Context: an optimization exercise on an open-source flow, tuned for small area. The choices shown serve that exercise and are no tape-out recipe. In this exercise RTL edits were held to simulation tests only and were not proved equivalent to the original. Power and IR drop assume default switching activity.

==> flow/design.v <==
package froggerPkg;
	typedef logic [10-1:0] coord_t;
	typedef enum logic [5:0]
	{
		colWhite      = 6'd0,
		colGreen      = 6'd2,
		colRed        = 6'd3,
		colLightBlue  = 6'd4,
		colYellow     = 6'd5,
		colOrange     = 6'd7,
		colBrown      = 6'd8,
		colPurple     = 6'd9,
		colDarkBlue   = 6'd10,
		colLightGreen = 6'd12,
		colDarkGrey   = 6'd13
	} colorCode_t;
endpackage
`timescale 1ns/1ps
module trafficLane
#(
	parameter [10-1:0] laneY   = 0,
	parameter [10-1:0] spriteW = 1,
	parameter [10-1:0] spriteH = 1,
	parameter [0:0] moveLeft = 1'b1,
	parameter [10-1:0] start0  = 0,
	parameter [10-1:0] start1  = 0,
	parameter [10-1:0] start2  = 0,
	parameter [10-1:0] start3  = 0,
	parameter [10-1:0] start4  = 0
)
(
	input  logic   clk_4Hz,
	input  logic   arstN,
	input  froggerPkg::coord_t drawX,
	input  froggerPkg::coord_t drawY,
	input  froggerPkg::coord_t frogX,
	input  froggerPkg::coord_t frogY,
	output logic   drawHit,
	output logic   frogHit
);
	localparam int numVeh = 5;
	localparam logic [numVeh*10-1:0] startPos = {start4, start3, start2, start1, start0};
	froggerPkg::coord_t vehX [numVeh];
	logic [numVeh-1:0] drawHitVec;
	logic [numVeh-1:0] frogHitVec;
	function automatic logic inVehicle(input froggerPkg::coord_t px, input froggerPkg::coord_t py, input froggerPkg::coord_t bx);
		inVehicle = (px >= bx) && (px < bx + spriteW) && (py >= laneY) && (py < laneY + spriteH);
	endfunction
	function automatic froggerPkg::coord_t stepPos(input froggerPkg::coord_t x);
		if (moveLeft)
			stepPos = (x == '0) ? 10'(640) : x - 1'b1;
		else
			stepPos = (x == 10'(640)) ? '0 : x + 1'b1;
	endfunction
	always_ff @(posedge clk_4Hz or negedge arstN)
	begin
		if (!arstN)
		begin
			for (int i = 0; i < numVeh; i++)
				vehX[i] <= startPos[i*10 +: 10];
		end
		else
		begin
			for (int i = 0; i < numVeh; i++)
				vehX[i] <= stepPos(vehX[i]);
		end
	end
	always_comb
	begin
		for (int i = 0; i < numVeh; i++)
		begin
			drawHitVec[i] = inVehicle(drawX, drawY, vehX[i]);
			frogHitVec[i] = inVehicle(frogX, frogY, vehX[i]);
		end
	end
	assign drawHit = |drawHitVec;
	assign frogHit = |frogHitVec;
endmodule
`timescale 1ns/1ps
module timeBar
(
	input  logic   clk_4Hz,
	input  logic   arstN,
	input  froggerPkg::coord_t drawX,
	input  froggerPkg::coord_t drawY,
	output logic   barHit
);
	localparam int divW   = $clog2(4);
	localparam int widthW = $clog2(160 + 1);
	logic [divW-1:0]   divCnt;
	logic [widthW-1:0] barWidth;
	always_ff @(posedge clk_4Hz or negedge arstN)
	begin
		if (!arstN)
		begin
			divCnt   <= '0;
			barWidth <= widthW'(160);
		end
		else if (divCnt == divW'(4 - 1))
		begin
			divCnt <= '0;
			barWidth <= (barWidth == '0) ? widthW'(160) : barWidth - 1'b1;
		end
		else
		begin
			divCnt <= divCnt + 1'b1;
		end
	end
	assign barHit = (drawX >= 430) && (drawX < 430 + barWidth) &&
		(drawY >= 400) && (drawY < 400 + 15);
endmodule
`timescale 1ns/1ps
module hudOverlay
(
	input  froggerPkg::coord_t     drawX,
	input  froggerPkg::coord_t     drawY,
	input  logic [2:0] lives,
	output logic       heartHit,
	output logic       lineHit,
	output logic       waterHit
);
	localparam int numHearts = 3;
	logic [numHearts-1:0] heartVec;
	for (genvar k = 0; k < numHearts; k++)
	begin : genHeart
		localparam froggerPkg::coord_t heartX = 10'(100 + k * 20);
		assign heartVec[k] = (lives > k) && (lives <= 3'd3) &&
			(drawX >= heartX) && (drawX < heartX + 14) &&
			(drawY >= 400) && (drawY < 400 + 12);
	end
	assign heartHit = |heartVec;
	assign lineHit = ((drawY >= 240) && (drawY <= 260)) ||
		((drawY >= 360) && (drawY <= 380));
	assign waterHit = drawY < 240;
endmodule
`timescale 1ns/1ps
module sceneMixer
(
	input  logic       clk_4Hz,
	input  logic       arstN,
	input  froggerPkg::coord_t     frogX,
	input  froggerPkg::coord_t     frogY,
	input  froggerPkg::coord_t     drawX,
	input  froggerPkg::coord_t     drawY,
	input  logic [4:0] laneDrawHit,
	input  logic [4:0] laneFrogHit,
	input  logic       barHit,
	input  logic       heartHit,
	input  logic       lineHit,
	input  logic       waterHit,
	output froggerPkg::colorCode_t colorCode,
	output logic       collision
);
	localparam logic [5*6-1:0] laneColor = {froggerPkg::colBrown, froggerPkg::colDarkBlue,
		froggerPkg::colOrange, froggerPkg::colYellow, froggerPkg::colRed};
	logic frogBox;
	assign frogBox = (drawX >= frogX) && (drawX < frogX + 17) &&
		(drawY >= frogY) && (drawY < frogY + 16);
	always_comb
	begin
		colorCode = froggerPkg::colDarkGrey;
		if (frogBox)
			colorCode = froggerPkg::colLightGreen;
		else if (|laneDrawHit)
		begin
			for (int i = 4; i >= 0; i--)
			begin
				if (laneDrawHit[i])
					colorCode = froggerPkg::colorCode_t'(laneColor[i*6 +: 6]);
			end
		end
		else if (lineHit)
			colorCode = froggerPkg::colPurple;
		else if (barHit)
			colorCode = froggerPkg::colGreen;
		else if (heartHit)
			colorCode = froggerPkg::colRed;
		else if (waterHit)
			colorCode = froggerPkg::colLightBlue;
	end
	always_ff @(posedge clk_4Hz or negedge arstN)
	begin
		if (!arstN)
			collision <= 1'b0;
		else
			collision <= |laneFrogHit;
	end
endmodule
`timescale 1ns/1ps
module frogScene
(
	input  logic       clk_4Hz,
	input  logic       arstN,
	input  froggerPkg::coord_t     frogX,
	input  froggerPkg::coord_t     frogY,
	input  froggerPkg::coord_t     drawX,
	input  froggerPkg::coord_t     drawY,
	input  logic [2:0] lives,
	output froggerPkg::colorCode_t colorCode,
	output logic       collision
);
	logic [4:0] laneDrawHit;
	logic [4:0] laneFrogHit;
	logic barHit;
	logic heartHit;
	logic lineHit;
	logic waterHit;
	trafficLane #(
		.laneY(342), .spriteW(25), .spriteH(16),
		.moveLeft(1'b1),
		.start0(440), .start1(400), .start2(280),
		.start3(200), .start4(100)
	) i_fireLane (
		.clk_4Hz, .arstN, .drawX, .drawY, .frogX, .frogY,
		.drawHit(laneDrawHit[0]), .frogHit(laneFrogHit[0])
	);
	trafficLane #(
		.laneY(323), .spriteW(19), .spriteH(14), .moveLeft(1'b0),
		.start0(440), .start1(400), .start2(300),
		.start3(180), .start4(60)
	) i_busLane (
		.clk_4Hz, .arstN, .drawX, .drawY, .frogX, .frogY,
		.drawHit(laneDrawHit[1]), .frogHit(laneFrogHit[1])
	);
	trafficLane #(
		.laneY(302), .spriteW(23), .spriteH(16), .moveLeft(1'b1),
		.start0(440), .start1(400), .start2(300),
		.start3(250), .start4(120)
	) i_motoLane (
		.clk_4Hz, .arstN, .drawX, .drawY, .frogX, .frogY,
		.drawHit(laneDrawHit[2]), .frogHit(laneFrogHit[2])
	);
	trafficLane #(
		.laneY(284), .spriteW(28), .spriteH(12),
		.moveLeft(1'b0),
		.start0(440), .start1(60), .start2(380),
		.start3(600), .start4(560)
	) i_policeLane (
		.clk_4Hz, .arstN, .drawX, .drawY, .frogX, .frogY,
		.drawHit(laneDrawHit[3]), .frogHit(laneFrogHit[3])
	);
	trafficLane #(
		.laneY(263), .spriteW(25), .spriteH(14), .moveLeft(1'b1),
		.start0(440), .start1(380), .start2(300),
		.start3(150), .start4(90)
	) i_truckLane (
		.clk_4Hz, .arstN, .drawX, .drawY, .frogX, .frogY,
		.drawHit(laneDrawHit[4]), .frogHit(laneFrogHit[4])
	);
	timeBar i_timeBar (.clk_4Hz, .arstN, .drawX, .drawY, .barHit);
	hudOverlay i_hudOverlay (.drawX, .drawY, .lives, .heartHit, .lineHit, .waterHit);
	sceneMixer i_sceneMixer (
		.clk_4Hz, .arstN, .frogX, .frogY, .drawX, .drawY,
		.laneDrawHit, .laneFrogHit,
		.barHit, .heartHit, .lineHit, .waterHit,
		.colorCode, .collision
	);
endmodule
==> flow/run.sh <==
#!/bin/bash
# synth_recipe.tcl (not shown) runs the flow's synth.tcl, then flattens the netlist and writes it again
# the make line also repeats each setting of config.mk as NAME=value (left out here)
make -C /OpenROAD-flow-scripts/flow DESIGN_CONFIG=/design/flow/config.mk WORK_HOME=/design/flow/orfs CLKGATE_MAP_FILE= SYNTH_SCRIPT=/design/flow/synth_recipe.tcl finish
==> flow/config.mk <==
export PLATFORM = sky130hd
export DESIGN_NAME = frogScene
export DESIGN_NICKNAME = frogScene
export VERILOG_FILES = /design/flow/design.v
export SDC_FILE = /design/flow/constraint.sdc
export NUM_CORES = 4
export LEC_CHECK = 0
export CAP_MARGIN = 20
export CORE_MARGIN = 2
export CORE_UTILIZATION = 40
export SLEW_MARGIN = 20
==> flow/constraint.sdc <==
create_clock -name core_clock -period 10.0 [get_ports {clk_4Hz}]
set_input_delay 2.0000 -clock core_clock [delete_from_list [all_inputs] [get_ports {clk_4Hz}]]
set_output_delay 2.0000 -clock core_clock [all_outputs]
set_load 0.01 [all_outputs]
==> qor.txt <==
status -> finished clean
Routed WL -> 104500 µm
unrepaired setup endpoints after global routing -> no
Reg2Reg Setup Slack -> 5.86 ns
synthesized-area fraction occupied by adder cells -> 35.81%
Setup WS post-layout -> 1.596 ns
Post-synth EDFFs -> 0
#FFs+latches synth -> 261
min cycle time layout -> 8.404 ns
post-DR vias/cell -> 5.670
Fin. Hold Viols -> 0
Crit path arrival time -> 6.40 ns
die area -> 93390 µm²
layout cells sized above 1 -> 6.232%
Pwr Total -> 0.003125 W
Synth Area in Compound Gates -> 19.18%
CTS Sinks -> 261
first drt pass iteration count -> 5
grt total ovfl -> 0
Root Buffer -> clkbuf_16
nets -> 5316
CTS H-tree depth -> 2
Power Density -> 78.87 nW/µm²
I/O pin total -> 52
Placed Instances -> 5392
Hold Slack -> 0.4364 ns
vias in the first global route -> 30.57k
largest family of logic cells by synthesized area -> adder cells
CP endpoint -> colorCode[3]
Initial Utilization -> 40.42%
Seq/Total Area, Yosys -> 18.32%
reg-to-reg endpoint -> i_sceneMixer.collision
Worst R2R Start -> i_motoLane.vehX[3][1]
Longest Clk Path Bufs -> 3
DRT antenna net count -> 0
Critical Path Fanout Max -> 17
Fmax -> 119.0 MHz
port bufs -> 49
# setup viols final -> 0
DRT iter0 DRCs -> 1701
Async SR Flop Fraction -> 100.0%
Cell Area, Synth -> 36380 µm²
Gate Count Post-Synth -> 4191
worst vdd ir -> 114.3 µV
Slew @ Worst Pin -> 1.229 ns
post-synth cell types -> 87
warnings from Yosys -> 12
CTS Hold Bufs -> 0
Worst Setup SP -> drawX[0]
synthesis-to-finish area growth -> 8.903%
Worst Setup Start Kind -> primary input
Max Cap Violations -> 0
Worst Hold Class -> flip-flop to flip-flop
Slew HR -> 17.01%
syn_area_per_cell -> 8.681 µm²
Resize count post-CTS -> 0
xor and xnor area share after synthesis -> 7.762%
FP Rows -> 110
leakage power -> 17.29 nW
Avg WL per Cell -> 19.14 µm
Die Y -> 305.6 µm
Worst Setup End Kind -> output port
max-slew violations -> 0
TNS Setup -> 0 ns
Worst Skew -> 0.02963 ns
All-Layer GR Usage -> 22.34%
pin count of the biggest net entering global routing -> 91
clk slew on worst S/H paths -> 0.06 ns
worst setup path class -> primary input to output port
ys flop type -> dfrtp_1
filler instances -> 9044
DR vias -> 30.96k
simple-gate share of the synthesized area -> 14.83%
clock latency on the worst-skew pair -> 0.60 ns
Placement Setup Slack -> 1.625 ns
routability cong. -> 0.8642
CTS tree -> built
cells on worst reg2reg path -> 15
crit share post-route -> 84.04%
Post-CTS Setup Bufs -> 0
Cell Count, Final, Fillers Out -> 5461
first-pass GRT wire length -> 168000 µm
core area -> 90010 µm²
CP required -> 8.00 ns
initial antenna violation count -> 5
detailed-route DRC error count -> 0
post-synthesis mux area share -> 0.02751%
CTS buffer count -> 37
Die X -> 305.6 µm
DP HPWL -> 75530 µm
-- worst min-delay path by stage --
stage	startpoint	slack [ns]	cells past startpoint	to
detailed placement	i_timeBar.divCnt[0]	0.43	1	i_timeBar.divCnt[0]
global placement	i_timeBar.divCnt[0]	0.42	1	i_timeBar.divCnt[0]
finish	i_timeBar.divCnt[0]	0.44	1	i_timeBar.divCnt[0]
CTS	i_timeBar.divCnt[0]	0.44	1	i_timeBar.divCnt[0]
floorplan	i_timeBar.divCnt[0]	0.40	1	i_timeBar.divCnt[0]
global route	i_timeBar.divCnt[0]	0.46	1	i_timeBar.divCnt[0]
-- registers in the layout, indices dropped and copies added (netlist names) --
signal	flops
i_policeLane.vehX	50
i_motoLane.vehX	50
i_timeBar.divCnt	2
i_truckLane.vehX	50
i_timeBar.barWidth	8
i_sceneMixer.collision	1
i_fireLane.vehX	50
i_busLane.vehX	50
-- cells in the final DEF, fill, tap and decap left out, types with 36 or more instances in the layout --
| master | count |
|---|---|
| nand2b_1 | 75 |
| nand4_1 | 54 |
| inv_1 | 312 |
| nand2_1 | 233 |
| a21o_1 | 64 |
| dfstp_2 | 106 |
| dfrtp_1 | 155 |
| a2111oi_0 | 36 |
| xnor2_1 | 296 |
| o211ai_1 | 48 |
| nor2_1 | 265 |
| o21ai_0 | 276 |
| or3_1 | 44 |
| clkbuf_16 | 37 |
| nor4_1 | 47 |
| buf_4 | 48 |
| o21a_1 | 82 |
| nor3_1 | 138 |
| nor2b_1 | 62 |
| a21oi_1 | 293 |
| a211oi_1 | 67 |
| ha_1 | 1016 |
| nand3_1 | 128 |
| o2111ai_1 | 36 |
-- Yosys cell counts (47+ instances only) --
cell type | count | area share [%]
nor2_1 | 265 | 2.7
nor4_1 | 47 | 0.81
a21o_1 | 64 | 1.3
nand2_1 | 233 | 2.4
o21a_1 | 82 | 1.7
ha_1 | 1016 | 35
dfstp_2 | 106 | 7.7
nor3_1 | 138 | 1.9
nand4_1 | 54 | 0.93
nor2b_1 | 62 | 1.1
nand3_1 | 128 | 1.8
o21ai_0 | 276 | 3.8
a211oi_1 | 67 | 1.4
dfrtp_1 | 155 | 11
a21oi_1 | 293 | 4.0
inv_1 | 314 | 3.2
nand2b_1 | 75 | 1.3
xnor2_1 | 296 | 7.1
o211ai_1 | 48 | 0.99
-- worst max-delay path, cell delays in order --
cell and delay (ns):
clkdlybuf4s50_1 0.45, clkinv_2 0.21, buf_4 0.35, ha_1 0.20, nand2_1 0.06, a211oi_1 0.22
o21ai_0 0.13, a31o_2 0.24, a2111oi_0 0.38, nor3_1 0.14, a311oi_1 0.43, a21oi_1 0.34
nor4b_1 0.46, a211o_1 0.23, clkdlybuf4s50_1 0.55
-- cells by family after synthesis --
family,after synthesis
multiplexers,1
other,1
XOR/XNOR,313
AO/OA/AOI/OAI,1086
flip-flops,261
adder cells (fa/ha/maj),1047
AND/OR/NAND/NOR,1100
buffers and inverters,382
-- layout make-up --
type / count / area [µm²] / area share [%]
Multi-Input combinational cell: 3549 / 28240 / 71.28
Sequential cell: 261 / 6664 / 16.82
Tap cell: 1176 / 1471 / 3.714
Inverter: 324 / 1219 / 3.076
Clock buffer: 52 / 1052 / 2.656
Timing Repair Buffer: 82 / 735.7 / 1.857
Clock inverter: 16 / 234.0 / 0.5905
Antenna cell: 1 / 2.502 / 0.006316
-- stage by stage --
step	instance area, µm²	util [%]
after global placement	38330	42.59
after floorplan	36390	-
final	39620	44.02
after global routing	39620	44.02
after CTS	39620	44.02
after detailed placement	38330	42.59
-- power breakdown --
part           internal, W  switching (W)
clock             0.000867       0.000569
combinational     0.000239       0.000391
sequential         0.00106   0.0000000463
total              0.00216       0.000960
-- layer usage --
metal | share of wire, % | vias to the layer above | global-route usage (%) | wire length, µm
met1 | 47 | 14700 | 30.10 | 49210
li1 | - | 15590 | - | -
met4 | 2.5 | 4 | 6.083 | 2593
met3 | 5.1 | 138 | 3.591 | 5353
met2 | 45 | 532 | 36.85 | 47320
met5 | 0.033 | - | 0 | 34

re-timing with driven ports:
The results above use ideal ports. As a check the final layout listed here was re-extracted and re-timed, cells and wires unchanged. Step 1 sets driving cells, clkbuf_16 on the clock port and buf_2 on the other inputs (assumed; they add their load-dependent delay and slew). Step 2 adds t to the input delays and takes it off the output delays; t is the mean of the earliest and latest rising clock arrival at the registers after step 1. Input paths then give back, and output paths get back, about the clock's delay inside the block. Three values: ideal ports, drivers, drivers and shift; two values: the first two.
t, ns: 0.647
slack for setup (ns): 1.596 / 1.569 / 1.569
hold WS [ns]: 0.436 / 0.436 / 0.436
clock arrival spread, ns: 0.035 / 0.035
After both steps setup and hold are still met in this run. The setup slack of this run moves by -0.027 ns with the drivers and by -0.027 ns with both steps.
